Background: an optimization exercise with open tools, aiming at small area. Do not read the settings as production practice. The RTL was checked by simulation tests, not by an equivalence proof against the original design.

==> design.v <==
package mpfr_pkg;
  localparam int unsigned RAW_W    = 16;
  localparam int unsigned SAMPLE_W = 9;
  localparam int unsigned FREQ_W   = 16;
  localparam int unsigned SET_W    = 8;
  localparam int unsigned THR_W    = 8;
  localparam int unsigned QC_W     = 7;
  localparam int unsigned UNIT_W   = 10;
  localparam int unsigned BIG_W    = 17;
  localparam int unsigned JOB_W    = FREQ_W + SAMPLE_W;
endpackage
module mpfr_add #(
  parameter int unsigned W = 8
) (
  input  logic [W-1:0] a,
  input  logic [W-1:0] b,
  input  logic         ci,
  output logic [W-1:0] s,
  output logic         co
);
  logic [W:0] c;
  assign c[0] = ci;
  for (genvar i = 0; i < W; i++) begin : g_bit
    assign s[i]   = a[i] ^ b[i] ^ c[i];
    assign c[i+1] = (a[i] & b[i]) | ((a[i] ^ b[i]) & c[i]);
  end
  assign co = c[W];
endmodule
module mpfr_ge #(
  parameter int unsigned W = 8
) (
  input  logic [W-1:0] a,
  input  logic [W-1:0] b,
  output logic         ge
);
  logic [W:0] c;
  assign c[0] = 1'b1;
  for (genvar i = 0; i < W; i++) begin : g_bit
    assign c[i+1] = (a[i] & ~b[i]) | ((a[i] | ~b[i]) & c[i]);
  end
  assign ge = c[W];
endmodule
import mpfr_pkg::*;
module mpfr_front (
  input  logic                 clk_i,
  input  logic                 rst_ni,
  input  logic                 sample_valid_i,
  output logic                 sample_ready_o,
  input  logic signed [15:0]   sample_raw_pressure_i,
  input  logic                 sample_read_ok_i,
  input  logic [15:0]          sample_drive_frequency_i,
  input  logic                 full_i,
  output logic                 push_o,
  output logic [JOB_W-1:0]     job_o
);
  logic                s1_valid_q;
  logic                s1_neg_q;
  logic [7:0]          s1_hi_q;
  logic                s1_d1_q, s1_d2_q;
  logic [3:0]          cnt_q;
  logic [SAMPLE_W-1:0] t_q [5];
  logic [RAW_W-1:0]    raw_val;
  logic                neg;
  logic [11:0]         a;
  logic [4:0]          hs1;
  logic                hs1_c;
  logic [5:0]          hsum;
  logic                hs2_c;
  logic                d1, d2;
  logic [3:0]          h2p;
  logic [7:0]          quot;
  logic [6:0]          th;
  logic [2:0]          cdiv;
  logic [7:0]          spos;
  logic [SAMPLE_W-1:0] key;
  logic                last, commit, in_ready, take, park;
  logic [4:0]          vld, gt;
  logic [SAMPLE_W-1:0] tn [5];
  assign raw_val = sample_read_ok_i ? sample_raw_pressure_i : '0;
  assign neg     = raw_val[RAW_W-1];
  mpfr_add #(.W(12)) u_abs (
    .a (raw_val[15:4] ^ {12{neg}}), .b ('0), .ci (neg && (raw_val[3:0] == 4'd0)),
    .s (a), .co ()
  );
  mpfr_add #(.W(4)) u_hs1 (.a (a[11:8]), .b (a[7:4]), .ci (1'b0), .s (hs1[3:0]), .co (hs1_c));
  assign hs1[4] = hs1_c;
  mpfr_add #(.W(5)) u_hs2 (.a (hs1), .b ({1'b0, a[3:0]}), .ci (1'b0), .s (hsum[4:0]), .co (hs2_c));
  assign hsum[5] = hs2_c;
  assign d1 = hsum[5] | hsum[4] | (hsum[3:0] == 4'hf);
  assign d2 = hsum[5] | (hsum[4:1] == 4'hf);
  mpfr_add #(.W(4)) u_h2p (.a (s1_hi_q[7:4]), .b ('0), .ci (s1_d2_q), .s (h2p), .co ());
  mpfr_add #(.W(8)) u_quot (.a (s1_hi_q), .b ({4'b0, h2p}), .ci (s1_d1_q), .s (quot), .co ());
  for (genvar k = 0; k < 7; k++) begin : g_th
    mpfr_ge #(.W(8)) u_th (.a (quot), .b (8'(20 * k + 1)), .ge (th[k]));
  end
  assign cdiv = {th[3], (th[1] & !th[3]) | th[5],
                 (th[0] & !th[1]) | (th[2] & !th[3]) | (th[4] & !th[5]) | th[6]};
  mpfr_add #(.W(8)) u_spos (.a (quot), .b (~{5'b0, cdiv}), .ci (1'b1), .s (spos), .co ());
  assign key = {!s1_neg_q, spos ^ {8{s1_neg_q}}};
  assign last           = (cnt_q == 4'd9);
  assign commit         = s1_valid_q && (!last || !full_i);
  assign in_ready       = !s1_valid_q || commit;
  assign sample_ready_o = in_ready;
  assign push_o         = s1_valid_q && last && !full_i;
  assign take           = sample_valid_i && in_ready;
  assign park           = take && (s1_valid_q ? (cnt_q == 4'd8) : (cnt_q == 4'd9));
  assign vld = {cnt_q > 4'd4, cnt_q > 4'd3, cnt_q > 4'd2, cnt_q > 4'd1, cnt_q != 4'd0};
  for (genvar i = 0; i < 5; i++) begin : g_cmp
    logic t_ge;
    mpfr_ge #(.W(SAMPLE_W)) u_cmp (.a (t_q[i]), .b (key), .ge (t_ge));
    assign gt[i] = !vld[i] || !t_ge;
  end
  always_comb begin
    for (int i = 0; i < 5; i++) begin
      if (!gt[i])                  tn[i] = t_q[i];
      else if (i == 0 || !gt[i-1]) tn[i] = key;
      else                         tn[i] = t_q[(i == 0) ? 0 : i-1];
    end
  end
  assign job_o = {t_q[1][6:0], t_q[0], tn[4]};
  always_ff @(posedge clk_i or negedge rst_ni) begin
    if (!rst_ni) begin
      s1_valid_q <= 1'b0;
      cnt_q      <= '0;
    end else begin
      if (in_ready) begin
        s1_valid_q <= sample_valid_i;
      end
      if (commit) begin
        cnt_q <= last ? 4'd0 : cnt_q + 4'd1;
      end
    end
  end
  always_ff @(posedge clk_i) begin
    if (take) begin
      s1_neg_q <= neg;
      s1_hi_q  <= a[11:4];
      s1_d1_q  <= d1;
      s1_d2_q  <= d2;
    end
    if (commit) begin
      for (int i = 2; i < 5; i++) t_q[i] <= tn[i];
    end
    if (park) begin
      {t_q[1][6:0], t_q[0]} <= sample_drive_frequency_i;
    end else if (commit) begin
      t_q[0] <= tn[0];
      t_q[1] <= tn[1];
    end
  end
endmodule
module mpfr_queue
#(
  parameter int unsigned WIDTH = 25
) (
  input  logic             clk_i,
  input  logic             rst_ni,
  input  logic             push_i,
  input  logic [WIDTH-1:0] data_i,
  output logic             full_o,
  input  logic             pop_i,
  output logic             valid_o,
  output logic [WIDTH-1:0] data_o
);
  logic [WIDTH-1:0] slot0_q, slot1_q;
  logic             rd_q;
  logic [1:0]       count_q;
  logic             wr;
  assign full_o  = count_q[1];
  assign valid_o = count_q[1] | count_q[0];
  assign wr      = rd_q ^ count_q[0];
  assign data_o  = rd_q ? slot1_q : slot0_q;
  always_ff @(posedge clk_i or negedge rst_ni) begin
    if (!rst_ni) begin
      rd_q    <= 1'b0;
      count_q <= 2'd0;
    end else begin
      if (pop_i) begin
        rd_q <= ~rd_q;
      end
      if (push_i && !pop_i) begin
        count_q <= {count_q[0], !count_q[0]};
      end else if (pop_i && !push_i) begin
        count_q <= {1'b0, count_q[1]};
      end
    end
  end
  always_ff @(posedge clk_i) begin
    if (push_i && !wr) slot0_q <= data_i;
    if (push_i &&  wr) slot1_q <= data_i;
  end
endmodule
import mpfr_pkg::*;
module mpfr_back (
  input  logic                 clk_i,
  input  logic                 rst_ni,
  input  logic                 job_valid_i,
  input  logic [JOB_W-1:0]     job_i,
  output logic                 pop_o,
  input  logic [SET_W-1:0]     setpoint_i,
  input  logic [FREQ_W-1:0]    max_freq_i,
  input  logic [THR_W-1:0]     threshold_i,
  input  logic [UNIT_W-1:0]    unit_i,
  input  logic [BIG_W-1:0]     big_i,
  output logic                 result_valid_o,
  input  logic                 result_ready_i,
  output logic signed [8:0]    result_median_pressure_o,
  output logic [15:0]          result_new_frequency_o,
  output logic                 result_command_issued_o,
  output logic                 result_at_target_o
);
  logic                       b1_valid_q;
  logic [SAMPLE_W-1:0]        med_q;
  logic [FREQ_W-1:0]          freq_q;
  logic                       out_valid_q;
  logic [SAMPLE_W-1:0]        out_med_q;
  logic [FREQ_W-1:0]          out_freq_q;
  logic                       out_issued_q;
  logic                       out_free, b1_adv, b1_load;
  logic [SAMPLE_W-1:0]        med_in;
  logic [9:0]                 diff, dsum;
  logic                       above, below, far_up, far_dn, far;
  logic                       ge_big, use_big_dn, use_big, low_max, zero, sum_ok, le_max;
  logic [BIG_W-1:0]           step;
  logic [17:0]                sum;
  logic [FREQ_W-1:0]          cmd;
  assign out_free = !out_valid_q || result_ready_i;
  assign b1_adv   = b1_valid_q && out_free;
  assign b1_load  = !b1_valid_q || b1_adv;
  assign pop_o    = job_valid_i && b1_load;
  mpfr_add #(.W(SAMPLE_W)) u_med (
    .a (job_i[SAMPLE_W-1:0] ^ 9'h100), .b ('0), .ci (!job_i[SAMPLE_W-1]), .s (med_in), .co ()
  );
  assign diff   = {2'b0, setpoint_i} - {med_q[8], med_q};
  assign above  = diff[9];
  assign below  = !diff[9] && (diff != 10'd0);
  assign dsum   = diff + {2'b0, threshold_i};
  assign far_up = diff > {2'b0, threshold_i};
  assign far_dn = dsum[9];
  assign far    = above ? far_dn : far_up;
  mpfr_ge #(.W(BIG_W)) u_ge_big (.a ({1'b0, freq_q}), .b (big_i), .ge (ge_big));
  assign use_big_dn = far && ge_big;
  assign use_big    = above ? use_big_dn : far;
  assign step       = use_big ? big_i : BIG_W'(unit_i);
  assign sum = {2'b0, freq_q} + ({1'b0, step} ^ {18{above}}) + 18'(above);
  assign low_max = (max_freq_i[15:7] == '0) && (max_freq_i[6:0] <= 7'd100);
  assign zero    = !(below || above) || (above && !use_big_dn && (sum[17] || low_max));
  mpfr_ge #(.W(18)) u_le (.a ({2'b0, max_freq_i}), .b (sum), .ge (le_max));
  assign cmd     = zero ? '0 : (le_max ? sum[15:0] : max_freq_i);
  always_ff @(posedge clk_i or negedge rst_ni) begin
    if (!rst_ni) begin
      b1_valid_q  <= 1'b0;
      out_valid_q <= 1'b0;
    end else begin
      if (b1_load)  b1_valid_q  <= job_valid_i;
      if (out_free) out_valid_q <= b1_valid_q;
    end
  end
  always_ff @(posedge clk_i) begin
    if (pop_o) begin
      med_q  <= med_in;
      freq_q <= job_i[SAMPLE_W +: FREQ_W];
    end
    if (b1_adv) begin
      out_med_q    <= med_q;
      out_freq_q   <= cmd;
      out_issued_q <= below || above;
    end
  end
  assign result_valid_o           = out_valid_q;
  assign result_median_pressure_o = out_med_q;
  assign result_new_frequency_o   = out_freq_q;
  assign result_command_issued_o  = out_issued_q;
  assign result_at_target_o       = !out_issued_q;
endmodule
import mpfr_pkg::*;
module median_pressure_fan_regulator
#(
  parameter int unsigned SAMPLES = 10
) (
  input  logic                  clk_i,
  input  logic                  rst_ni,
  input  logic                  cfg_we_i,
  input  logic [1:0]            cfg_idx_i,
  input  logic [15:0]           cfg_data_i,
  input  logic                  sample_valid_i,
  output logic                  sample_ready_o,
  input  logic signed [15:0]    sample_raw_pressure_i,
  input  logic                  sample_read_ok_i,
  input  logic [15:0]           sample_drive_frequency_i,
  output logic                  result_valid_o,
  input  logic                  result_ready_i,
  output logic signed [8:0]     result_median_pressure_o,
  output logic [15:0]           result_new_frequency_o,
  output logic                  result_command_issued_o,
  output logic                  result_at_target_o
);
  logic [SET_W-1:0]  setpoint_q;
  logic [FREQ_W-1:0] max_freq_q;
  logic [THR_W-1:0]  threshold_q;
  logic [QC_W-1:0]   quick_q;
  logic [UNIT_W-1:0] unit_q;
  logic [BIG_W-1:0]  big_q;
  logic              push, full, pop, job_valid;
  logic [JOB_W-1:0]  job_in, job_out;
  always_ff @(posedge clk_i or negedge rst_ni) begin
    if (!rst_ni) begin
      setpoint_q  <= 8'd0;
      max_freq_q  <= 16'd20000;
      threshold_q <= 8'd10;
      quick_q     <= 7'd10;
    end else if (cfg_we_i) begin
      case (cfg_idx_i)
        2'd0: setpoint_q  <= cfg_data_i[SET_W-1:0];
        2'd1: max_freq_q  <= cfg_data_i[FREQ_W-1:0];
        2'd2: threshold_q <= cfg_data_i[THR_W-1:0];
        2'd3: quick_q     <= cfg_data_i[QC_W-1:0];
        default: ;
      endcase
    end
  end
  logic [4:0]        rem [11];
  logic [5:0]        win [10];
  logic [UNIT_W-1:0] unit_d;
  assign rem[10] = {1'b0, max_freq_q[15:12]};
  for (genvar k = 9; k >= 0; k--) begin : g_div
    assign win[k]    = {rem[k+1], max_freq_q[k+2]};
    assign unit_d[k] = (win[k] >= 6'd25);
    assign rem[k]    = unit_d[k] ? 5'(win[k] - 6'd25) : win[k][4:0];
  end
  logic [BIG_W-1:0] big_d;
  logic [BIG_W-1:0] ps [QC_W+1];
  logic [BIG_W-1:0] pc [QC_W+1];
  assign ps[0] = '0;
  assign pc[0] = '0;
  for (genvar i = 0; i < QC_W; i++) begin : g_mul
    logic [BIG_W-1:0] pp;
    assign pp        = quick_q[i] ? (BIG_W'(unit_q) << i) : '0;
    assign ps[i+1]   = ps[i] ^ pc[i] ^ pp;
    assign pc[i+1]   = ((ps[i] & pc[i]) | ((ps[i] ^ pc[i]) & pp)) << 1;
  end
  mpfr_add #(.W(BIG_W)) u_big (.a (ps[QC_W]), .b (pc[QC_W]), .ci (1'b0), .s (big_d), .co ());
  always_ff @(posedge clk_i) begin
    unit_q <= unit_d;
    big_q  <= big_d;
  end
  mpfr_front u_front (
    .clk_i                    (clk_i),
    .rst_ni                   (rst_ni),
    .sample_valid_i           (sample_valid_i),
    .sample_ready_o           (sample_ready_o),
    .sample_raw_pressure_i    (sample_raw_pressure_i),
    .sample_read_ok_i         (sample_read_ok_i),
    .sample_drive_frequency_i (sample_drive_frequency_i),
    .full_i                   (full),
    .push_o                   (push),
    .job_o                    (job_in)
  );
  mpfr_queue #(
    .WIDTH (JOB_W)
  ) u_queue (
    .clk_i   (clk_i),
    .rst_ni  (rst_ni),
    .push_i  (push),
    .data_i  (job_in),
    .full_o  (full),
    .pop_i   (pop),
    .valid_o (job_valid),
    .data_o  (job_out)
  );
  mpfr_back u_back (
    .clk_i                    (clk_i),
    .rst_ni                   (rst_ni),
    .job_valid_i              (job_valid),
    .job_i                    (job_out),
    .pop_o                    (pop),
    .setpoint_i               (setpoint_q),
    .max_freq_i               (max_freq_q),
    .threshold_i              (threshold_q),
    .unit_i                   (unit_q),
    .big_i                    (big_q),
    .result_valid_o           (result_valid_o),
    .result_ready_i           (result_ready_i),
    .result_median_pressure_o (result_median_pressure_o),
    .result_new_frequency_o   (result_new_frequency_o),
    .result_command_issued_o  (result_command_issued_o),
    .result_at_target_o       (result_at_target_o)
  );
endmodule
==> run.sh <==
#!/bin/bash
# synth_recipe.tcl (not shown) runs the flow's synth.tcl, then flattens the netlist and writes it again
# the make line also repeats each setting of config.mk as NAME=value (left out here)
make -C /OpenROAD-flow-scripts/flow DESIGN_CONFIG=/design/flow/config.mk WORK_HOME=/design/flow/orfs CLKGATE_MAP_FILE= SYNTH_SCRIPT=/design/flow/synth_recipe.tcl finish
==> config.mk <==
export PLATFORM = sky130hd
export DESIGN_NAME = median_pressure_fan_regulator
export DESIGN_NICKNAME = median_pressure_fan_regulator
export VERILOG_FILES = /design/flow/design.v
export SDC_FILE = /design/flow/constraint.sdc
export NUM_CORES = 4
export LEC_CHECK = 0
export ABC_AREA = 1
export CAP_MARGIN = 20
export CORE_MARGIN = 2
export CORE_UTILIZATION = 40
export SLEW_MARGIN = 20
==> constraint.sdc <==
create_clock -name core_clock -period 10.0 [get_ports {clk_i}]
set_input_delay 2.0000 -clock core_clock [delete_from_list [all_inputs] [get_ports {clk_i}]]
set_output_delay 2.0000 -clock core_clock [all_outputs]
set_load 0.01 [all_outputs]
==> impl_metrics.py, run 1 <==
metrics = {
    "setup_path": {
        "crit_required_ns": 10.29,
        "cpMaxStageDelayCell": "nor2_1",
        "cp.arrival_ns": 8.81,
        "path_common_cell": "nand2_1",
        "cp-end-kind": "flop",
        "worst_path_largest_cell_delay_ns": 0.66,
        "start_kind": "flop",
        "cp_max_fo": 16,
        "path_class": "flop to flop",
    },
    "global_routing": {
        "grt_first_pass_wirelength_um": 62900,
        "grtUsageMet1_pct": 22.7,
        "busiest_layer": "met2",
        "grt_pass1_vias": 12700,
        "use_met3_pct": 2.24,
        "grt_max_degree": 50,
        "use_met2_pct": 33.6,
        "gr-total-overflow": 0,
        "antenna_found_initial": 0,
        "globalRouteTotalUtil_pct": 18.4,
    },
    "placed_design": {
        "gp_congestion": 0.870,
        "dp.cells": 2499,
        "port_buffers": 84,
        "dpl_worst_slack_ns": 1.58,
        "place_area_um2": 17700,
        "hpwl_um": 29400,
    },
    "flow_run": {
        "maxCapViolCount": 0,
    },
    "logic_synthesis": {
        "synthDistinctLibCells": 56,
        "avgSynthCellArea_um2": 8.49,
        "yosys_warnings": 18,
        "synth_area_um2": 16400,
        "synth-seq-cells": 233,
        "ys_seq_area_share_pct": 39.7,
        "syn_nets": 2156,
        "synthCells": 1927,
    },
    "timing": {
        "fin_ws_ns": 1.48,
        "fin_crit_ns": 8.52,
        "hold_violations": 0,
        "setup_viol": 0,
        "fmax_mhz": 117,
        "tightest_slew_ns": 0.963,
        "rsz0062_at_grt": "no",
        "slew_headroom_pct": 35.5,
        "final.setup.tns_ns": 0,
        "finClkSkew_ns": 0.0155,
        "period_share_pct": 85.2,
        "finalMaxSlewViolations": 0,
    },
    "route": {
        "first_pass_iters": 5,
        "num_vias": 12600,
        "drc": 0,
        "wirelength_um": 37700,
        "ant_nets": 0,
        "drt_iter0_drc": 804,
        "wl_per_cell_um": 14.8,
        "vias_per_cell": 4.96,
    },
    "cts": {
        "cts.path.max_buffers": 3,
        "root_buffer": "clkbuf_16",
        "ctsHoldBuffers": 0,
        "path_clk_slew_ns": 0.06,
        "cts_tree": "built",
        "post_cts_resized": 0,
        "clkLatencyLatePin_ns": 0.54,
        "cts_buffers": 25,
        "cts_setup_buffers": 0,
        "clock_sinks": 233,
        "cts.htree.levels": 1,
    },
    "min_path": {
        "hold_class": "flop to flop",
    },
    "floorplan": {
        "core_area_um2": 40600,
        "die_h_um": 206,
        "die_x_um": 206,
        "pin_count": 85,
        "start_util_pct": 40.3,
        "fp-row-count": 74,
        "design.die.area_um2": 42500,
    },
    "final_layout": {
        "finalNetCount": 2223,
        "syn2layout_area_growth_pct": 13.4,
        "drive_above_1_share_pct": 7.85,
        "instances_no_fill": 2545,
        "n_antenna_cell": 0,
        "final_area_um2": 18600,
    },
    "status": {
        "status": "finished clean",
    },
}
-- worst paths after layout --
| path | start | end | slack (ns) | depth (start not counted) |
|---|---|---|---|---|
| worst max-delay path | setpoint_q[0] | u_back.out_freq_q[7] | 1.48 | 44 |
| worst min-delay path | u_back.med_q[4] | u_back.out_med_q[4] | 0.46 | 0 |
| worst max register to register | setpoint_q[0] | u_back.out_freq_q[7] | 1.48 | 44 |
| worst min register to register | u_back.med_q[4] | u_back.out_med_q[4] | 0.46 | 0 |
| max in group asynchronous | rst_ni | max_freq_q[7] | 7.95 | 2 |
| min in group asynchronous | rst_ni | u_front.s1_valid_q | 1.58 | 2 |
-- kinds of logic (layout without fill, tap and decap cells) --
group,after synthesis,after routing,share of synthesized area [%]
buffers and inverters,382,468,8.95
adder cells (fa/ha/maj),175,175,16.4
XOR/XNOR,62,62,3.46
AO/OA/AOI/OAI,251,251,8.75
multiplexers,6,6,0.367
flip-flops,233,233,39.7
AND/OR/NAND/NOR,818,818,22.4
-- routing by layer --
layer	vias to the layer above	wire length, µm
met4	0	833
met1	5980	16500
met2	261	18900
li1	6311	-
met5	-	0
met3	65	1530
-- layout by cell type, fill, tap and decap left out, drive strengths merged, types with 9 or more instances in the layout --
| cell type | count |
|---|---|
| inv | 327 |
| clkbuf | 33 |
| o21ai | 119 |
| nand2 | 551 |
| nor3 | 9 |
| or2 | 16 |
| a21oi | 67 |
| clkinv | 11 |
| ha | 106 |
| o22ai | 20 |
| xor2 | 56 |
| o21bai | 11 |
| dfrtp | 40 |
| nor2 | 111 |
| fa | 67 |
| nand4 | 20 |
| edfxtp | 157 |
| dfstp | 9 |
| clkdlybuf4s50 | 83 |
| dfxtp | 27 |
| nand3 | 105 |
| buf | 9 |
-- metrics by stage --
| stage | hold WS (ns) | util [%] |
|---|---|---|
| 2_1_floorplan | 0.426 | - |
| 3_3_place_gp | 0.438 | 43.6 |
| 3_5_place_dp | 0.447 | 43.6 |
| 4_1_cts | 0.462 | 45.7 |
| 5_1_grt | 0.463 | 45.7 |
| 6_report | 0.462 | 45.7 |
-- flip-flops by register name (all words and copies together) (netlist names), 2 cells and up --
register,count
u_front.t_q,45
u_queue.slot0_q,25
u_queue.slot1_q,25
big_q,17
max_freq_q,16
u_back.freq_q,16
u_back.out_freq_q,16
unit_q,10
u_back.med_q,9
u_back.out_med_q,9
setpoint_q,8
threshold_q,8
u_front.s1_hi_q,8
quick_q,7
u_front.cnt_q,4
u_queue.count_q,2
-- layout make-up --
class                      count  area [µm²]
timing repair buffer          92         896
inverter                     330        1250
multi-input combinational   1312        8430
clock buffer                  33         656
tap                          532         666
clock inverter                13         183
fill                        3853       22100
sequential                   233        6490
-- cells in the mapped netlist (all sizes together) --
| library cell | count | area share, % |
|---|---|---|
| a211oi | 1 | 0.046 |
| a21o | 1 | 0.046 |
| a21oi | 67 | 2.2 |
| a221oi | 1 | 0.054 |
| a22o | 4 | 0.21 |
| a311oi | 1 | 0.054 |
| a31o | 3 | 0.16 |
| a31oi | 6 | 0.23 |
| a41o | 1 | 0.061 |
| buf | 3 | 0.11 |
| clkbuf | 49 | 1.2 |
| clkinv | 4 | 0.092 |
| dfrtp | 40 | 6.1 |
| dfstp | 9 | 1.4 |
| dfxtp | 27 | 3.3 |
| edfxtp | 157 | 29 |
| fa | 67 | 8.2 |
| ha | 106 | 8.1 |
| inv | 326 | 7.5 |
| maj3 | 2 | 0.12 |
| mux2i | 6 | 0.37 |
| nand2 | 551 | 14 |
| nand3 | 105 | 3.5 |
| nand3b | 4 | 0.18 |
| nand4 | 20 | 0.88 |
| nor2 | 111 | 2.8 |
| nor3 | 9 | 0.28 |
| nor4 | 2 | 0.076 |
| o2111ai | 1 | 0.054 |
| o211ai | 6 | 0.28 |
| o21a | 2 | 0.092 |
| o21ai | 119 | 3.6 |
| o21bai | 11 | 0.50 |
| o221ai | 6 | 0.32 |
| o22ai | 20 | 0.76 |
| o31ai | 1 | 0.046 |
| or2 | 16 | 0.61 |
| xnor2 | 6 | 0.32 |
| xor2 | 56 | 3.1 |
-- critical path: cells and delay by family, from the launching register on --
kind,cells,cell delay [ns]
AND/OR/NAND/NOR,18,2.94
flip-flops,1,0.38
AO/OA/AOI/OAI,17,2.69
XOR/XNOR,2,0.43
adder cells (fa/ha/maj),4,1.32
buffers and inverters,3,0.49
==> run 2, diff against run 1 <==
--- a/design.v
+++ b/design.v
@@ -72,5 +72,4 @@
   logic [6:0]          th;
   logic [2:0]          cdiv;
-  logic [7:0]          spos;
   logic [SAMPLE_W-1:0] key;
   logic                last, commit, in_ready, take, park;
@@ -79,9 +78,8 @@
   assign raw_val = sample_read_ok_i ? sample_raw_pressure_i : '0;
   assign neg     = raw_val[RAW_W-1];
-  mpfr_add #(.W(12)) u_abs (
-    .a (raw_val[15:4] ^ {12{neg}}), .b ('0), .ci (neg && (raw_val[3:0] == 4'd0)),
-    .s (a), .co ()
+  assign a       = raw_val[15:4] ^ {12{neg}};
+  mpfr_add #(.W(4)) u_hs1 (
+    .a (a[11:8]), .b (a[7:4]), .ci (neg && (raw_val[3:0] == 4'd0)), .s (hs1[3:0]), .co (hs1_c)
   );
-  mpfr_add #(.W(4)) u_hs1 (.a (a[11:8]), .b (a[7:4]), .ci (1'b0), .s (hs1[3:0]), .co (hs1_c));
   assign hs1[4] = hs1_c;
   mpfr_add #(.W(5)) u_hs2 (.a (hs1), .b ({1'b0, a[3:0]}), .ci (1'b0), .s (hsum[4:0]), .co (hs2_c));
@@ -96,6 +94,8 @@
   assign cdiv = {th[3], (th[1] & !th[3]) | th[5],
                  (th[0] & !th[1]) | (th[2] & !th[3]) | (th[4] & !th[5]) | th[6]};
-  mpfr_add #(.W(8)) u_spos (.a (quot), .b (~{5'b0, cdiv}), .ci (1'b1), .s (spos), .co ());
-  assign key = {!s1_neg_q, spos ^ {8{s1_neg_q}}};
+  mpfr_add #(.W(SAMPLE_W)) u_x (
+    .a ({1'b0, quot} ^ {9{s1_neg_q}}), .b (~{6'b0, cdiv} ^ {9{s1_neg_q}}), .ci (1'b1),
+    .s (key), .co ()
+  );
   assign last           = (cnt_q == 4'd9);
   assign commit         = s1_valid_q && (!last || !full_i);
@@ -108,5 +108,5 @@
   for (genvar i = 0; i < 5; i++) begin : g_cmp
     logic t_ge;
-    mpfr_ge #(.W(SAMPLE_W)) u_cmp (.a (t_q[i]), .b (key), .ge (t_ge));
+    mpfr_ge #(.W(SAMPLE_W)) u_cmp (.a (t_q[i] ^ 9'h100), .b (key ^ 9'h100), .ge (t_ge));
     assign gt[i] = !vld[i] || !t_ge;
   end
@@ -218,5 +218,4 @@
   logic                       out_issued_q;
   logic                       out_free, b1_adv, b1_load;
-  logic [SAMPLE_W-1:0]        med_in;
   logic [9:0]                 diff, dsum;
   logic                       above, below, far_up, far_dn, far;
@@ -229,7 +228,4 @@
   assign b1_load  = !b1_valid_q || b1_adv;
   assign pop_o    = job_valid_i && b1_load;
-  mpfr_add #(.W(SAMPLE_W)) u_med (
-    .a (job_i[SAMPLE_W-1:0] ^ 9'h100), .b ('0), .ci (!job_i[SAMPLE_W-1]), .s (med_in), .co ()
-  );
   assign diff   = {2'b0, setpoint_i} - {med_q[8], med_q};
   assign above  = diff[9];
@@ -259,5 +255,5 @@
   always_ff @(posedge clk_i) begin
     if (pop_o) begin
-      med_q  <= med_in;
+      med_q  <= job_i[SAMPLE_W-1:0];
       freq_q <= job_i[SAMPLE_W +: FREQ_W];
     end
@@ -321,24 +317,33 @@
   end
   logic [4:0]        rem [11];
-  logic [5:0]        win [10];
+  logic [5:0]        w [10];
   logic [UNIT_W-1:0] unit_d;
   assign rem[10] = {1'b0, max_freq_q[15:12]};
   for (genvar k = 9; k >= 0; k--) begin : g_div
-    assign win[k]    = {rem[k+1], max_freq_q[k+2]};
-    assign unit_d[k] = (win[k] >= 6'd25);
-    assign rem[k]    = unit_d[k] ? 5'(win[k] - 6'd25) : win[k][4:0];
+    logic lo, q;
+    assign w[k]      = {rem[k+1], max_freq_q[k+2]};
+    assign lo        = w[k][2] | w[k][1] | w[k][0];
+    assign q         = w[k][5] | (w[k][4] & w[k][3] & lo);
+    assign unit_d[k] = q;
+    assign rem[k]    = {w[k][4] ^ (q & w[k][3] & lo),
+                        w[k][3] ^ (q & lo),
+                        w[k][2] ^ (q & !(w[k][1] | w[k][0])),
+                        w[k][1] ^ (q & !w[k][0]),
+                        w[k][0] ^ q};
   end
   logic [BIG_W-1:0] big_d;
-  logic [BIG_W-1:0] ps [QC_W+1];
-  logic [BIG_W-1:0] pc [QC_W+1];
-  assign ps[0] = '0;
-  assign pc[0] = '0;
-  for (genvar i = 0; i < QC_W; i++) begin : g_mul
-    logic [BIG_W-1:0] pp;
-    assign pp        = quick_q[i] ? (BIG_W'(unit_q) << i) : '0;
-    assign ps[i+1]   = ps[i] ^ pc[i] ^ pp;
-    assign pc[i+1]   = ((ps[i] & pc[i]) | ((ps[i] ^ pc[i]) & pp)) << 1;
+  logic [UNIT_W:0]  acc [QC_W];
+  assign acc[0]   = {1'b0, unit_q & {UNIT_W{quick_q[0]}}};
+  assign big_d[0] = acc[0][0];
+  for (genvar i = 1; i < QC_W; i++) begin : g_mul
+    logic [UNIT_W-1:0] s;
+    logic              co;
+    mpfr_add #(.W(UNIT_W)) u_row (
+      .a (acc[i-1][UNIT_W:1]), .b (unit_q & {UNIT_W{quick_q[i]}}), .ci (1'b0), .s (s), .co (co)
+    );
+    assign acc[i]   = {co, s};
+    assign big_d[i] = s[0];
   end
-  mpfr_add #(.W(BIG_W)) u_big (.a (ps[QC_W]), .b (pc[QC_W]), .ci (1'b0), .s (big_d), .co ());
+  assign big_d[BIG_W-1:QC_W] = acc[QC_W-1][UNIT_W:1];
   always_ff @(posedge clk_i) begin
     unit_q <= unit_d;
--- a/config.mk
+++ b/config.mk
@@ -10,3 +10,4 @@
 export CORE_MARGIN = 2
 export CORE_UTILIZATION = 40
+export CTS_BUF_LIST = sky130_fd_sc_hd__clkbuf_4
 export SLEW_MARGIN = 20
==> impl_metrics.py, run 2 <==
metrics = {
    "logic_synthesis": {
        "synth_area_um2": 15200,
        "synthTopCellsByArea": "edfxtp_1 31%, nand2_1 11%, fa_1 8.8%",
        "synth-seq-cells": 232,
        "synth_top_area_share_pct": 30.8,
        "yosys_warnings": 16,
        "syn_nets": 1966,
        "synth-edff-count": 156,
        "synthDistinctLibCells": 60,
        "ys.flop_type": "edfxtp_1",
        "synth_common_cells": "441 x nand2_1, 318 x inv_1, 156 x edfxtp_1, 147 x o21ai_0, 82 x nor2_1",
        "synthCells": 1772,
        "yosysMostFrequentCell": "nand2_1",
        "async_reset_ff_share_pct": 21.1,
        "avgSynthCellArea_um2": 8.59,
        "ys_seq_area_share_pct": 42.4,
        "synth_area_leader_cell": "edfxtp_1",
    },
    "setup_path": {
        "r2r_cells": 26,
        "rrSetupSlack_ns": 0.79,
        "worst_path_largest_cell_delay_ns": 0.64,
        "crit_start": "quick_q[1]",
        "timing.rr.start": "quick_q[1]",
        "crit_required_ns": 10.61,
        "start_kind": "flop",
        "cp_max_fo": 11,
        "cp.arrival_ns": 9.82,
        "r2r-end": "big_q[15]",
        "cp-end-kind": "flop",
        "path_class": "flop to flop",
        "cpMaxStageDelayCell": "dfstp_2",
        "path_common_cell": "fa_1",
    },
    "min_path": {
        "hold_class": "flop to flop",
        "min_from": "u_back.med_q[1]",
        "hold_depth": 0,
        "hold_end": "u_back.out_med_q[1]",
    },
    "global_routing": {
        "grt_max_degree": 50,
        "grt_first_pass_wirelength_um": 57200,
        "gr-total-overflow": 0,
        "grt_pass1_vias": 11500,
        "antenna_found_initial": 1,
        "globalRouteTotalUtil_pct": 18.3,
    },
    "timing": {
        "finClkSkew_ns": 0.0525,
        "period_share_pct": 92.1,
        "final.setup.tns_ns": 0,
        "setup_viol": 0,
        "hold_slack_ns": 0.455,
        "tightest_slew_ns": 1.04,
        "hold_violations": 0,
        "slew_headroom_pct": 30.0,
        "fin_crit_ns": 9.21,
        "finalMaxSlewViolations": 0,
        "fmax_mhz": 109,
    },
    "cts": {
        "cts_buffers": 66,
        "cts.path.max_buffers": 3,
        "cts_setup_buffers": 0,
        "cts_tree": "built",
        "path_clk_slew_ns": 0.07,
        "root_buffer": "clkbuf_4",
        "cts.htree.levels": 3,
        "clkLatencyLatePin_ns": 0.72,
        "clock_sinks": 232,
    },
    "flow_run": {
        "maxCapViolCount": 0,
    },
    "route": {
        "wl_per_cell_um": 14.3,
        "drc": 0,
        "wirelength_um": 34800,
        "first_pass_iters": 5,
        "drt_iter0_drc": 636,
        "vias_per_cell": 4.83,
        "num_vias": 11800,
        "ant_nets": 0,
    },
    "final_layout": {
        "instances_no_fill": 2438,
        "layout_commonest_cell": "nand2_1",
        "finalNetCount": 2070,
        "final_util_pct": 46.4,
        "regMostFlops": "u_front.t_q",
        "reg.largest.list": "u_front.t_q (45), u_queue.slot0_q (25), u_queue.slot1_q (25)",
        "fillers": 3596,
        "mostFrequentLayoutCells": "441 x nand2_1, 318 x inv_1, 156 x edfxtp_1",
        "drive_above_1_share_pct": 9.55,
        "largest_reg_flops": 45,
        "syn2layout_area_growth_pct": 14.5,
    },
    "placed_design": {
        "dp.cells": 2319,
        "gp_congestion": 0.812,
        "port_buffers": 84,
        "hpwl_um": 26100,
    },
    "status": {
        "status": "finished clean",
    },
    "floorplan": {
        "die_h_um": 199,
        "pin_count": 85,
        "start_util_pct": 40.5,
        "fp-row-count": 71,
        "design.die.area_um2": 39700,
        "die_x_um": 199,
        "core_area_um2": 37600,
    },
}
==> run 2: cell count changes after synthesis, sizes merged, moves of 5 or more <==
cell,delta
buf,+5
o21ai,+34
nand4,-13
ha,-35
xnor2,+6
nand3,-33
nand2,-91
xor2,-12
nor2,-26
==> run 2: worst max-delay path, delay by kind of cell, from the launching register on <==
kind,cells,cell delay [ns]
adder cells (fa/ha/maj),20,8.15
buffers and inverters,5,0.28
flip-flops,1,0.64
AND/OR/NAND/NOR,1,0.08
==> run 2: layout make-up <==
cell class                 count  area (µm²)  area share [%]
multi-input combinational   1156        7350            42.1
sequential                   232        6460            37.1
inverter                     327        1230            7.04
timing repair buffer          93         903            5.18
clock buffer                  91         683            3.92
tap                          511         639            3.67
clock inverter                27         176            1.01
antenna                        1        2.50          0.0143
==> run 2: per-layer routing <==
layer	GRT usage, %	up-vias	wire length [µm]
met5	0	-	0
met4	7.16	0	950
met3	3.48	66	1690
met2	31.0	258	16600
met1	23.2	5495	15600
li1	-	5947	-
==> run 2: how the worst max path moves through the flow <==
stage / to / slack (ns) / cells after the start
3_5_place_dp: big_q[15] / 0.74 / 26
3_3_place_gp: big_q[15] / 0.88 / 26
6_report: big_q[15] / 0.79 / 26
4_1_cts: unit_q[0] / 0.68 / 60
2_1_floorplan: big_q[15] / 0.89 / 27
5_1_grt: unit_q[0] / -0.05 / 61
==> run 2: cells by family (layout without fill, tap and decap cells) <==
| kind of cell | Yosys count | after routing | share of synthesized area, % |
|---|---|---|---|
| adders and majority gates | 141 | 141 | 14.8 |
| DFF | 232 | 232 | 42.4 |
| other | 0 | 1 | 0 |
| muxes | 8 | 8 | 0.550 |
| and+or+nand+nor | 659 | 659 | 18.6 |
| xor gates and xnor gates | 56 | 56 | 3.27 |
| buffers and inverters | 384 | 538 | 9.64 |
| AOI/OAI and AO/OA | 292 | 292 | 10.7 |
==> run 2: through the flow <==
stage	instance area, µm²	worst slack (ns)
6_report	17400	0.789
2_1_floorplan	15200	0.895
3_3_place_gp	16500	0.882
3_5_place_dp	16500	0.735
5_1_grt	17400	-0.0496
4_1_cts	17400	0.680
==> run 2: repair_timing <==
item                                   4_1_cts  5_1_grt
hold buffers                                 0        0
setup endpoints to repair                    0        1
resized for setup                            0        6
endpoints found under the hold margin        0        0
==> run 3, diff against run 2 <==
--- a/config.mk
+++ b/config.mk
@@ -10,4 +10,5 @@
 export CORE_MARGIN = 2
 export CORE_UTILIZATION = 40
-export CTS_BUF_LIST = sky130_fd_sc_hd__clkbuf_4
+export CTS_CLUSTER_DIAMETER = 100
+export CTS_CLUSTER_SIZE = 25
 export SLEW_MARGIN = 20
==> impl_metrics.py, run 3 <==
metrics = {
    "placed_design": {
        "gp_congestion": 0.812,
        "place_area_um2": 16500,
        "hpwl_um": 26100,
        "port_buffers": 84,
    },
    "cts": {
        "cts_tree": "built",
        "clock_sinks": 232,
        "cts_buffers": 14,
        "cts.htree.levels": 1,
        "path_clk_slew_ns": 0.10,
        "cts.path.max_buffers": 3,
        "clkLatencyLatePin_ns": 0.50,
        "root_buffer": "clkbuf_16",
    },
    "final_layout": {
        "layout_commonest_cell": "nand2_1",
        "finalNetCount": 2018,
        "reg.largest.list": "u_front.t_q (45), u_queue.slot0_q (25), u_queue.slot1_q (25)",
        "largest_reg_flops": 45,
        "n_antenna_cell": 0,
        "mostFrequentLayoutCells": "441 x nand2_1, 318 x inv_1, 156 x edfxtp_1",
        "syn2layout_area_growth_pct": 11.8,
        "regMostFlops": "u_front.t_q",
        "final_area_um2": 17000,
        "final_util_pct": 45.3,
        "drive_above_1_share_pct": 5.73,
    },
    "setup_path": {
        "r2r-end": "big_q[15]",
        "cp-end-kind": "flop",
        "rrSetupSlack_ns": 0.78,
        "cpMaxStageDelayCell": "dfstp_2",
        "path_class": "flop to flop",
        "worst_path_largest_cell_delay_ns": 0.65,
        "start_kind": "flop",
        "cp.arrival_ns": 9.61,
        "timing.rr.start": "quick_q[1]",
        "crit_required_ns": 10.39,
        "r2r_cells": 26,
        "path_common_cell": "fa_1",
        "cp_max_fo": 11,
    },
    "logic_synthesis": {
        "async_reset_ff_share_pct": 21.1,
        "synthTopCellsByArea": "edfxtp_1 31%, nand2_1 11%, fa_1 8.8%",
        "ys.flop_type": "edfxtp_1",
        "yosysMostFrequentCell": "nand2_1",
        "yosys_warnings": 16,
        "synth_common_cells": "441 x nand2_1, 318 x inv_1, 156 x edfxtp_1, 147 x o21ai_0, 82 x nor2_1",
        "synth_top_area_share_pct": 30.8,
        "synth_area_um2": 15200,
        "ys_seq_area_share_pct": 42.4,
        "avgSynthCellArea_um2": 8.59,
        "synth-seq-cells": 232,
        "synthCells": 1772,
        "synth_area_leader_cell": "edfxtp_1",
        "syn_nets": 1966,
        "synthDistinctLibCells": 60,
        "synth-edff-count": 156,
    },
    "route": {
        "first_pass_iters": 6,
        "num_vias": 11400,
        "drt_iter0_drc": 667,
        "wl_per_cell_um": 14.5,
        "vias_per_cell": 4.87,
        "wirelength_um": 34100,
        "drc": 0,
        "ant_nets": 0,
    },
    "floorplan": {
        "core_area_um2": 37600,
        "die_x_um": 199,
        "fp-row-count": 71,
        "start_util_pct": 40.5,
        "die_h_um": 199,
        "design.die.area_um2": 39700,
        "pin_count": 85,
    },
    "min_path": {
        "hold_depth": 0,
        "hold_class": "flop to flop",
        "hold_end": "u_back.out_med_q[1]",
        "min_from": "u_back.med_q[1]",
    },
    "global_routing": {
        "grt_pass1_vias": 10900,
        "grt_first_pass_wirelength_um": 56100,
        "gr-total-overflow": 0,
        "antenna_found_initial": 0,
        "globalRouteTotalUtil_pct": 17.7,
        "grt_max_degree": 50,
    },
    "timing": {
        "hold_slack_ns": 0.470,
        "fin_crit_ns": 9.22,
        "period_share_pct": 92.2,
        "hold_violations": 0,
        "setup_viol": 0,
        "finalMaxSlewViolations": 0,
        "slew_headroom_pct": 32.8,
        "fmax_mhz": 108,
        "rsz0062_at_grt": "no",
        "finClkSkew_ns": 0.0207,
        "final.setup.tns_ns": 0,
        "tightest_slew_ns": 0.997,
    },
    "flow_run": {
        "maxCapViolCount": 0,
    },
    "status": {
        "status": "finished clean",
    },
}
## run 3: cell count changes in the layout (fill, tap and decap cells not counted), sizes merged
cell      previous run  this run
clkbuf              91        19
inv                323       327
clkinvlp             2         0
clkinv              27         5
diode                1         0
bufinv               2         0
## run 3: cell families (layout without fill, tap and decap cells)
group                      count (synthesis)  count (layout)  share of synthesized area, %
and+or+nand+nor                          659             659                          18.6
buffers and inverters                    384             444                          9.64
AOI/OAI and AO/OA                        292             292                          10.7
DFF                                      232             232                          42.4
adders and majority gates                141             141                          14.8
xor gates and xnor gates                  56              56                          3.27
muxes                                      8               8                         0.550
## run 3: layout make-up
type                            count  area [µm²]
Clock buffer                       19         390
Inverter                          327        1230
Fill cell                        3582       20600
Sequential cell                   232        6460
Tap cell                          511         639
Multi-Input combinational cell   1156        7350
Clock inverter                      5        50.0
Timing Repair Buffer               93         903
## run 3: worst max-delay path: cells and delay by family, from the launching register on
family	cells	cell delay (ns)
buffers and inverters	5	0.28
adders and majority gates	20	8.14
and+or+nand+nor	1	0.08
DFF	1	0.65
## run 3: timing repair
action | 4_1_cts | 5_1_grt
setup buffers | 0 | 0
hold buffers | 0 | 0
resized for setup | 0 | 8
setup endpoints to repair | 0 | 1
## run 3: worst max path at each step
| stage | start | end | slack [ns] | cells past startpoint |
|---|---|---|---|---|
| global placement | quick_q[1] | big_q[15] | 0.88 | 26 |
| floorplan | quick_q[1] | big_q[15] | 0.89 | 27 |
| detailed placement | quick_q[1] | big_q[15] | 0.74 | 26 |
| global route | max_freq_q[12] | unit_q[0] | 0.02 | 61 |
| finish | quick_q[1] | big_q[15] | 0.78 | 26 |
| CTS | max_freq_q[12] | unit_q[0] | 0.63 | 60 |
## run 3: routing by layer
metal  global-route usage (%)  wire length [µm]
met4                     4.04               773
met5                        0                 0
met3                     1.87              1460
met2                     30.9             16400
met1                     23.6             15500
## run 3: metrics by stage
step                std cells  setup slack, ns
detailed placement       2319            0.735
CTS                      2343            0.628
global route             2343           0.0183
floorplan                1772            0.895
global placement         2319            0.882
finish                   2343            0.781
==> run 4, diff against run 3 <==
--- a/config.mk
+++ b/config.mk
@@ -11,4 +11,4 @@
 export CORE_UTILIZATION = 40
 export CTS_CLUSTER_DIAMETER = 100
-export CTS_CLUSTER_SIZE = 25
+export CTS_CLUSTER_SIZE = 20
 export SLEW_MARGIN = 20
==> impl_metrics.py, run 4 <==
metrics = {
    "cts": {
        "root_buffer": "clkbuf_16",
        "cts.htree.levels": 1,
        "ctsHoldBuffers": 0,
        "cts_buffers": 16,
        "post_cts_resized": 0,
        "clock_sinks": 232,
        "cts_setup_buffers": 0,
        "path_clk_slew_ns": 0.09,
        "cts_tree": "built",
        "clkLatencyLatePin_ns": 0.49,
        "cts.path.max_buffers": 3,
    },
    "status": {
        "status": "finished clean",
    },
    "global_routing": {
        "grt_pass1_vias": 11000,
        "globalRouteTotalUtil_pct": 17.7,
        "antenna_found_initial": 0,
        "grt_max_degree": 50,
        "gr-total-overflow": 0,
        "grt_first_pass_wirelength_um": 56200,
    },
    "floorplan": {
        "design.die.area_um2": 39700,
        "pin_count": 85,
        "start_util_pct": 40.5,
        "die_h_um": 199,
        "core_area_um2": 37600,
        "die_x_um": 199,
        "fp-row-count": 71,
    },
    "final_layout": {
        "drive_above_1_share_pct": 5.66,
        "reg.largest.list": "u_front.t_q (45), u_queue.slot0_q (25), u_queue.slot1_q (25)",
        "layout_commonest_cell": "nand2_1",
        "ff_latch_area_um2": 6460,
        "syn2layout_area_growth_pct": 12.1,
        "largest_reg_flops": 45,
        "finalNetCount": 2020,
        "mostFrequentLayoutCells": "441 x nand2_1, 318 x inv_1, 156 x edfxtp_1",
        "multi_input_area_um2": 7350,
        "fillers": 3572,
        "n_antenna_cell": 0,
        "regMostFlops": "u_front.t_q",
    },
    "logic_synthesis": {
        "synthCells": 1772,
        "synth_top_area_share_pct": 30.8,
        "yosysMostFrequentCell": "nand2_1",
        "async_reset_ff_share_pct": 21.1,
        "synth_area_leader_cell": "edfxtp_1",
        "ys_seq_area_share_pct": 42.4,
        "synth-edff-count": 156,
        "synthDistinctLibCells": 60,
        "yosys_warnings": 16,
        "synth-seq-cells": 232,
        "synth_common_cells": "441 x nand2_1, 318 x inv_1, 156 x edfxtp_1, 147 x o21ai_0, 82 x nor2_1",
        "syn_nets": 1966,
        "ys.flop_type": "edfxtp_1",
        "synthTopCellsByArea": "edfxtp_1 31%, nand2_1 11%, fa_1 8.8%",
        "synth_area_um2": 15200,
        "avgSynthCellArea_um2": 8.59,
    },
    "setup_path": {
        "path_common_cell": "fa_1",
        "crit_buf_inv": 5,
        "cp_max_fo": 11,
        "crit_family": "adder cells",
        "cp-end-kind": "flop",
        "r2r-end": "big_q[15]",
        "worst_path_largest_cell_delay_ns": 0.64,
        "start_kind": "flop",
        "r2r_cells": 26,
        "rrSetupSlack_ns": 0.80,
        "cp.arrival_ns": 9.60,
        "crit_required_ns": 10.40,
        "path_class": "flop to flop",
        "timing.rr.start": "quick_q[1]",
        "cpMaxStageDelayCell": "dfstp_2",
    },
    "route": {
        "drt_iter0_drc": 681,
        "vias_per_cell": 4.86,
        "met2_length_um": 16300,
        "drc": 0,
        "first_pass_iters": 5,
        "wl_met3_um": 1540,
        "wl_met1_um": 15600,
        "num_vias": 11400,
        "wl_per_cell_um": 14.6,
        "dr.max_layer_used": "met4",
        "ant_nets": 0,
        "wirelength_um": 34200,
    },
    "min_path": {
        "hold_depth": 0,
        "hold_class": "flop to flop",
        "hold_end": "u_back.out_med_q[1]",
        "min_from": "u_back.med_q[1]",
    },
    "timing": {
        "hold_violations": 0,
        "slew_headroom_pct": 31.9,
        "period_share_pct": 92.0,
        "finalMaxSlewViolations": 0,
        "setup_viol": 0,
        "tightest_slew_ns": 1.01,
        "fin_crit_ns": 9.20,
        "final.setup.tns_ns": 0,
        "rsz0062_at_grt": "no",
        "fmax_mhz": 109,
        "fin_ws_ns": 0.800,
        "finClkSkew_ns": 0.0168,
    },
    "placed_design": {
        "gp_congestion": 0.812,
        "dpl_worst_slack_ns": 0.735,
        "hpwl_um": 26100,
        "port_buffers": 84,
    },
    "flow_run": {
        "maxCapViolCount": 0,
    },
}
[run 4: per-stage QoR]
| stage | std cells | utilization [%] | hold WS [ns] | cell area, µm² |
|---|---|---|---|---|
| detailed placement | 2319 | 44.0 | 0.449 | 16500 |
| finish | 2347 | 45.4 | 0.466 | 17100 |
| global route | 2347 | 45.4 | 0.489 | 17100 |
| CTS | 2347 | 45.3 | 0.467 | 17000 |
| floorplan | 1772 | - | 0.426 | 15200 |
| global placement | 2319 | 44.0 | 0.437 | 16500 |
[run 4: cell families (layout without fill, tap and decap cells)]
family,Yosys count,after routing,synth area share (%)
flops,232,232,42.4
mux,8,8,0.550
simple gates,659,659,18.6
fa+ha+maj,141,141,14.8
xor+xnor,56,56,3.27
compound gates,292,292,10.7
buf+inv,384,448,9.64
[run 4: routing by layer]
layer,up-vias,global-route usage (%)
met4,0,3.84
met5,-,0
met2,203,30.9
li1,5786,-
met3,43,2.18
met1,5369,23.6
[run 4: cell type report]
class | count | area share (%)
well taps | 511 | 3.75
flip-flops and latches | 232 | 37.9
clock inverters | 4 | 0.205
inverters | 327 | 7.19
clock buffers | 24 | 2.65
repair buffers | 93 | 5.29
multi-input cells | 1156 | 43.1
[run 4: worst max path at each step]
stage              startpoint   endpoint  slack, ns  cells past startpoint
2_1_floorplan      quick_q[1]  big_q[15]       0.89                     27
6_report           quick_q[1]  big_q[15]       0.80                     26
3_3_place_gp       quick_q[1]  big_q[15]       0.88                     26
3_5_place_dp       quick_q[1]  big_q[15]       0.74                     26
5_1_grt        max_freq_q[12]  unit_q[0]       0.02                     61
4_1_cts        max_freq_q[12]  unit_q[0]       0.67                     60
==> run 5, diff against run 4 <==
--- a/config.mk
+++ b/config.mk
@@ -10,5 +10,3 @@
 export CORE_MARGIN = 2
 export CORE_UTILIZATION = 40
-export CTS_CLUSTER_DIAMETER = 100
-export CTS_CLUSTER_SIZE = 20
 export SLEW_MARGIN = 20
==> impl_metrics.py, run 5 <==
metrics = {
    "status": {
        "status": "finished clean",
    },
    "global_routing": {
        "gr-total-overflow": 0,
        "grt_max_degree": 50,
        "antenna_found_initial": 0,
        "grt_first_pass_wirelength_um": 56400,
        "globalRouteTotalUtil_pct": 17.8,
        "grtUsageMet1_pct": 23.6,
        "grt_pass1_vias": 11100,
        "busiest_layer": "met2",
        "use_met3_pct": 2.31,
        "use_met2_pct": 30.8,
    },
    "timing": {
        "finalMaxSlewViolations": 0,
        "setup_viol": 0,
        "fmax_mhz": 109,
        "fin_crit_ns": 9.20,
        "slew_headroom_pct": 32.3,
        "hold_violations": 0,
        "tightest_slew_ns": 1.00,
        "finClkSkew_ns": 0.0147,
        "period_share_pct": 92.0,
        "final.setup.tns_ns": 0,
    },
    "cts": {
        "cts_setup_buffers": 0,
        "cts.htree.levels": 1,
        "root_buffer": "clkbuf_16",
        "cts_tree": "built",
        "cts.path.max_buffers": 3,
        "path_clk_slew_ns": 0.06,
        "post_cts_resized": 0,
        "clock_sinks": 232,
        "cts_buffers": 26,
        "ctsHoldBuffers": 0,
        "clkLatencyLatePin_ns": 0.53,
    },
    "min_path": {
        "hold_class": "flop to flop",
        "min_from": "u_back.med_q[1]",
    },
    "setup_path": {
        "cp-end-kind": "flop",
        "timing.rr.start": "quick_q[1]",
        "path_class": "flop to flop",
        "path_common_cell": "fa_1",
        "cpMaxStageDelayCell": "dfstp_2",
        "crit_required_ns": 10.42,
        "cp.arrival_ns": 9.63,
        "crit_start": "quick_q[1]",
        "worst_path_largest_cell_delay_ns": 0.63,
        "start_kind": "flop",
        "cp_max_fo": 11,
        "rrSetupSlack_ns": 0.80,
    },
    "final_layout": {
        "reg.largest.list": "u_front.t_q (45), u_queue.slot0_q (25), u_queue.slot1_q (25)",
        "drive_above_1_share_pct": 6.68,
        "syn2layout_area_growth_pct": 14.7,
        "final_util_pct": 46.5,
        "mostFrequentLayoutCells": "441 x nand2_1, 318 x inv_1, 156 x edfxtp_1",
        "finalNetCount": 2030,
        "regMostFlops": "u_front.t_q",
        "n_antenna_cell": 0,
        "layout_commonest_cell": "nand2_1",
        "largest_reg_flops": 45,
    },
    "logic_synthesis": {
        "synth_area_um2": 15200,
        "synth-seq-cells": 232,
        "synth_area_leader_cell": "edfxtp_1",
        "ys.flop_type": "edfxtp_1",
        "avgSynthCellArea_um2": 8.59,
        "synthTopCellsByArea": "edfxtp_1 31%, nand2_1 11%, fa_1 8.8%",
        "synthDistinctLibCells": 60,
        "async_reset_ff_share_pct": 21.1,
        "syn_nets": 1966,
        "synth_top_area_share_pct": 30.8,
        "synthCells": 1772,
        "synth-edff-count": 156,
        "yosysMostFrequentCell": "nand2_1",
        "yosys_warnings": 16,
        "synth_common_cells": "441 x nand2_1, 318 x inv_1, 156 x edfxtp_1, 147 x o21ai_0, 82 x nor2_1",
        "ys_seq_area_share_pct": 42.4,
    },
    "route": {
        "wl_per_cell_um": 14.4,
        "first_pass_iters": 5,
        "ant_nets": 0,
        "drc": 0,
        "drt_iter0_drc": 644,
        "vias_per_cell": 4.81,
        "wirelength_um": 34100,
        "num_vias": 11400,
    },
    "floorplan": {
        "core_area_um2": 37600,
        "die_x_um": 199,
        "pin_count": 85,
        "die_h_um": 199,
        "start_util_pct": 40.5,
        "fp-row-count": 71,
        "design.die.area_um2": 39700,
    },
    "placed_design": {
        "port_buffers": 84,
        "hpwl_um": 26100,
        "gp_congestion": 0.812,
    },
    "flow_run": {
        "maxCapViolCount": 0,
    },
}
==> run 5: cell counts after synthesis <==
Identical to the previous run, type by type.
==> run 5: layout make-up <==
cell class	count	area [µm²]
fill	3533	20100
clock buffer	30	687
timing repair buffer	93	903
inverter	327	1230
tap	511	639
sequential	232	6460
multi-input combinational	1156	7350
clock inverter	18	199
==> run 5: logic make-up (layout without fill, tap and decap cells) <==
| kind of cell | Yosys count | in the layout | share of synthesized area (%) |
|---|---|---|---|
| AOI/OAI and AO/OA | 292 | 292 | 10.7 |
| xor gates and xnor gates | 56 | 56 | 3.27 |
| adders and majority gates | 141 | 141 | 14.8 |
| buffers and inverters | 384 | 468 | 9.64 |
| DFF | 232 | 232 | 42.4 |
| muxes | 8 | 8 | 0.550 |
| and+or+nand+nor | 659 | 659 | 18.6 |
==> run 5: final timing paths <==
kind	cells past startpoint	end
setup / recovery	26	big_q[15]
min in group asynchronous	2	threshold_q[2]
hold reg to reg	0	u_back.out_med_q[1]
max in group asynchronous	2	u_front.cnt_q[0]
hold / removal	0	u_back.out_med_q[1]
setup reg to reg	26	big_q[15]
==> run 5: per-layer routing <==
metal	wire length, µm	part of all wire (%)	vias up
met3	1480	4.3	44
met2	16300	48	208
li1	-	-	5811
met5	0	0	-
met1	15500	45	5326
met4	790	2.3	0
==> run 5: worst max-delay path: cells and delay by family, from the launching register on <==
kind / cells / cell delay, ns
buf+inv: 5 / 0.28
simple gates: 1 / 0.08
flops: 1 / 0.63
fa+ha+maj: 20 / 8.15
==> run 5: through the flow <==
| step | std cells | hold slack, ns | instance area (µm²) | setup WS [ns] |
|---|---|---|---|---|
| 2_1_floorplan | 1772 | 0.426 | 15200 | 0.895 |
| 3_3_place_gp | 2319 | 0.437 | 16500 | 0.882 |
| 3_5_place_dp | 2319 | 0.449 | 16500 | 0.735 |
| 4_1_cts | 2367 | 0.455 | 17400 | 0.689 |
| 5_1_grt | 2367 | 0.471 | 17500 | -0.0418 |
| 6_report | 2367 | 0.454 | 17500 | 0.797 |
==> run 6, diff against run 5 <==
--- a/design.v
+++ b/design.v
@@ -218,7 +218,7 @@
   logic                       out_issued_q;
   logic                       out_free, b1_adv, b1_load;
-  logic [9:0]                 diff, dsum;
-  logic                       above, below, far_up, far_dn, far;
-  logic                       ge_big, use_big_dn, use_big, low_max, zero, sum_ok, le_max;
+  logic [9:0]                 diff;
+  logic                       above, below, far;
+  logic                       ge_big, use_big_dn, use_big, low_max, zero, le_max;
   logic [BIG_W-1:0]           step;
   logic [17:0]                sum;
@@ -228,11 +228,10 @@
   assign b1_load  = !b1_valid_q || b1_adv;
   assign pop_o    = job_valid_i && b1_load;
-  assign diff   = {2'b0, setpoint_i} - {med_q[8], med_q};
-  assign above  = diff[9];
-  assign below  = !diff[9] && (diff != 10'd0);
-  assign dsum   = diff + {2'b0, threshold_i};
-  assign far_up = diff > {2'b0, threshold_i};
-  assign far_dn = dsum[9];
-  assign far    = above ? far_dn : far_up;
+  assign diff  = {2'b0, setpoint_i} - {med_q[8], med_q};
+  assign above = diff[9];
+  assign below = !diff[9] && (diff != 10'd0);
+  mpfr_add #(.W(10)) u_far (
+    .a (diff ^ {10{above}}), .b (~{2'b0, threshold_i}), .ci (above), .s (), .co (far)
+  );
   mpfr_ge #(.W(BIG_W)) u_ge_big (.a ({1'b0, freq_q}), .b (big_i), .ge (ge_big));
   assign use_big_dn = far && ge_big;
--- a/config.mk
+++ b/config.mk
@@ -10,3 +10,5 @@
 export CORE_MARGIN = 2
 export CORE_UTILIZATION = 40
+export CTS_CLUSTER_DIAMETER = 100
+export CTS_CLUSTER_SIZE = 30
 export SLEW_MARGIN = 20
==> impl_metrics.py, run 6 <==
metrics = {
    "route": {
        "wirelength_um": 32900,
        "vias_per_cell": 4.82,
        "num_vias": 11300,
        "ant_nets": 0,
        "drc": 0,
        "wl_per_cell_um": 14.0,
        "first_pass_iters": 5,
        "drt_iter0_drc": 609,
    },
    "global_routing": {
        "grt_first_pass_wirelength_um": 54100,
        "grt_pass1_vias": 10700,
        "grt_max_degree": 50,
        "globalRouteTotalUtil_pct": 17.2,
        "gr-total-overflow": 0,
        "antenna_found_initial": 0,
    },
    "final_layout": {
        "mostFrequentLayoutCells": "484 x nand2_1, 313 x inv_1, 156 x edfxtp_1",
        "fillers": 3601,
        "finalNetCount": 2008,
        "reg.largest.list": "u_front.t_q (45), u_queue.slot0_q (25), u_queue.slot1_q (25)",
        "layout_commonest_cell": "nand2_1",
        "drive_above_1_share_pct": 5.03,
        "largest_reg_flops": 45,
        "n_antenna_cell": 0,
        "final_util_pct": 44.9,
        "regMostFlops": "u_front.t_q",
        "syn2layout_area_growth_pct": 11.4,
    },
    "cts": {
        "cts_buffers": 13,
        "cts_tree": "built",
        "ctsHoldBuffers": 0,
        "clkLatencyLatePin_ns": 0.49,
        "root_buffer": "clkbuf_16",
        "path_clk_slew_ns": 0.11,
        "post_cts_resized": 0,
        "clock_sinks": 232,
        "cts.htree.levels": 1,
        "cts_setup_buffers": 0,
        "cts.path.max_buffers": 3,
    },
    "floorplan": {
        "pin_count": 85,
        "die_h_um": 198,
        "design.die.area_um2": 39300,
        "die_x_um": 198,
        "core_area_um2": 37400,
        "fp-row-count": 71,
        "start_util_pct": 40.3,
    },
    "timing": {
        "period_share_pct": 92.4,
        "hold_slack_ns": 0.472,
        "fin_crit_ns": 9.24,
        "finalMaxSlewViolations": 0,
        "slew_headroom_pct": 35.9,
        "hold_violations": 0,
        "finClkSkew_ns": 0.0224,
        "fmax_mhz": 108,
        "final.setup.tns_ns": 0,
        "rsz0062_at_grt": "no",
        "setup_viol": 0,
        "tightest_slew_ns": 0.951,
    },
    "setup_path": {
        "start_kind": "flop",
        "worst_path_largest_cell_delay_ns": 0.66,
        "cp_max_fo": 11,
        "crit_required_ns": 10.40,
        "path_class": "flop to flop",
        "path_common_cell": "fa_1",
        "cp.arrival_ns": 9.64,
        "cpMaxStageDelayCell": "dfstp_2",
        "cp-end-kind": "flop",
    },
    "logic_synthesis": {
        "synth_area_um2": 15100,
        "synth_top_area_share_pct": 31.1,
        "synthCells": 1777,
        "synth_area_leader_cell": "edfxtp_1",
        "async_reset_ff_share_pct": 21.1,
        "yosys_warnings": 16,
        "ys_seq_area_share_pct": 42.9,
        "synth-seq-cells": 232,
        "synthDistinctLibCells": 55,
        "ys.flop_type": "edfxtp_1",
        "synthTopCellsByArea": "edfxtp_1 31%, nand2_1 12%, fa_1 8.9%",
        "avgSynthCellArea_um2": 8.48,
        "yosysMostFrequentCell": "nand2_1",
        "syn_nets": 1961,
        "synth_common_cells": "484 x nand2_1, 313 x inv_1, 156 x edfxtp_1, 138 x o21ai_0, 91 x nor2_1",
        "synth-edff-count": 156,
    },
    "status": {
        "status": "finished clean",
    },
    "min_path": {
        "hold_class": "flop to flop",
    },
    "flow_run": {
        "maxCapViolCount": 0,
    },
    "placed_design": {
        "port_buffers": 84,
        "hpwl_um": 25300,
        "gp_congestion": 0.815,
    },
}
run 6: cell count changes after synthesis, sizes merged, moves of 4 or more:
cell   previous run  this run
or2              12        17
xor2             44        52
a21oi            71        55
inv             323       317
xnor2            12        16
nor4              4         0
nor2             85        91
o21ai           153       142
ha               71        61
mux2i             5         0
o22ai            18        12
nand2           460       501
run 6: logic make-up after synthesis:
group / share of synthesized area [%]
AND/OR/NAND/NOR: 19.7
buffers and inverters: 9.58
AO/OA/AOI/OAI: 9.38
flip-flops: 42.9
adder cells (fa/ha/maj): 14.2
XOR/XNOR: 4.10
multiplexers: 0.149
run 6: path summary, 6_finish.rpt:
kind	from	to	slack [ns]	cells past startpoint
max	quick_q[1]	big_q[15]	0.76	26
min	u_back.med_q[6]	u_back.out_med_q[6]	0.47	0
max reg2reg	quick_q[1]	big_q[15]	0.76	26
min reg2reg	u_back.med_q[6]	u_back.out_med_q[6]	0.47	0
max in group asynchronous	rst_ni	threshold_q[0]	7.90	2
min in group asynchronous	rst_ni	u_queue.count_q[1]	1.65	2
run 6: metrics by stage:
step           cells  instance area [µm²]  worst slack [ns]
2_1_floorplan   1777                15100             0.895
3_3_place_gp    2319                16400             0.840
3_5_place_dp    2319                16400             0.712
4_1_cts         2340                16800             0.703
5_1_grt         2341                16800             0.213
6_report        2341                16800             0.756
run 6: final cells by class:
| type | instances | area [µm²] | share of cell area [%] |
|---|---|---|---|
| Sequential cell | 232 | 6460 | 38.5 |
| Multi-Input combinational cell | 1168 | 7190 | 42.8 |
| Clock buffer | 14 | 329 | 1.96 |
| Inverter | 318 | 1190 | 7.11 |
| Timing Repair Buffer | 91 | 896 | 5.33 |
| Clock inverter | 7 | 90.1 | 0.536 |
| Tap cell | 511 | 639 | 3.81 |
run 6: per-layer routing:
layer / vias up / part of all wire, % / global-route usage, % / wire, µm
met5: - / 0 / 0 / 0
met4: 0 / 1.8 / 3.79 / 606
met3: 35 / 3.6 / 1.48 / 1200
met2: 246 / 48 / 30.1 / 15900
met1: 5275 / 46 / 23.1 / 15100
li1: 5722 / - / - / -
run 6: critical path: cells and delay by family (launching register included):
kind	cells	cell delay, ns
DFF	1	0.66
buffers and inverters	5	0.25
and+or+nand+nor	1	0.08
adders and majority gates	20	8.10

## port drivers added, routing unchanged
In the flow no input, the clock included, has a driving cell. The finished layouts below were timed again as built, in two steps.
Step 1 assumes that a clkbuf_16 drives the clock port and a buf_2 every other input.
Step 2 adds t to the input delays and takes it off the output delays; t is the mean of the earliest and latest rising clock arrival at the registers after step 1. Input paths then give back, and output paths get back, about the clock's delay inside the block.
Three values: ideal, step 1, step 2; two values: the first two.
| run | t, ns | slack for setup (ns) | hold slack, ns |
|---|---|---|---|
| run 1 | 0.587 | 1.477 / 1.477 / 1.477 | 0.462 / 0.462 / 0.462 |
| run 2 | 0.738 | 0.789 / 0.789 / 0.789 | 0.455 / 0.455 / 0.455 |
| run 3 | 0.538 | 0.781 / 0.781 / 0.781 | 0.470 / 0.470 / 0.470 |
| run 4 | 0.536 | 0.800 / 0.800 / 0.800 | 0.466 / 0.466 / 0.466 |
| run 5 | 0.569 | 0.797 / 0.797 / 0.797 | 0.454 / 0.454 / 0.454 |
| run 6 | 0.528 | 0.756 / 0.756 / 0.756 | 0.472 / 0.472 / 0.472 |
After both steps every run listed still meets setup and hold.
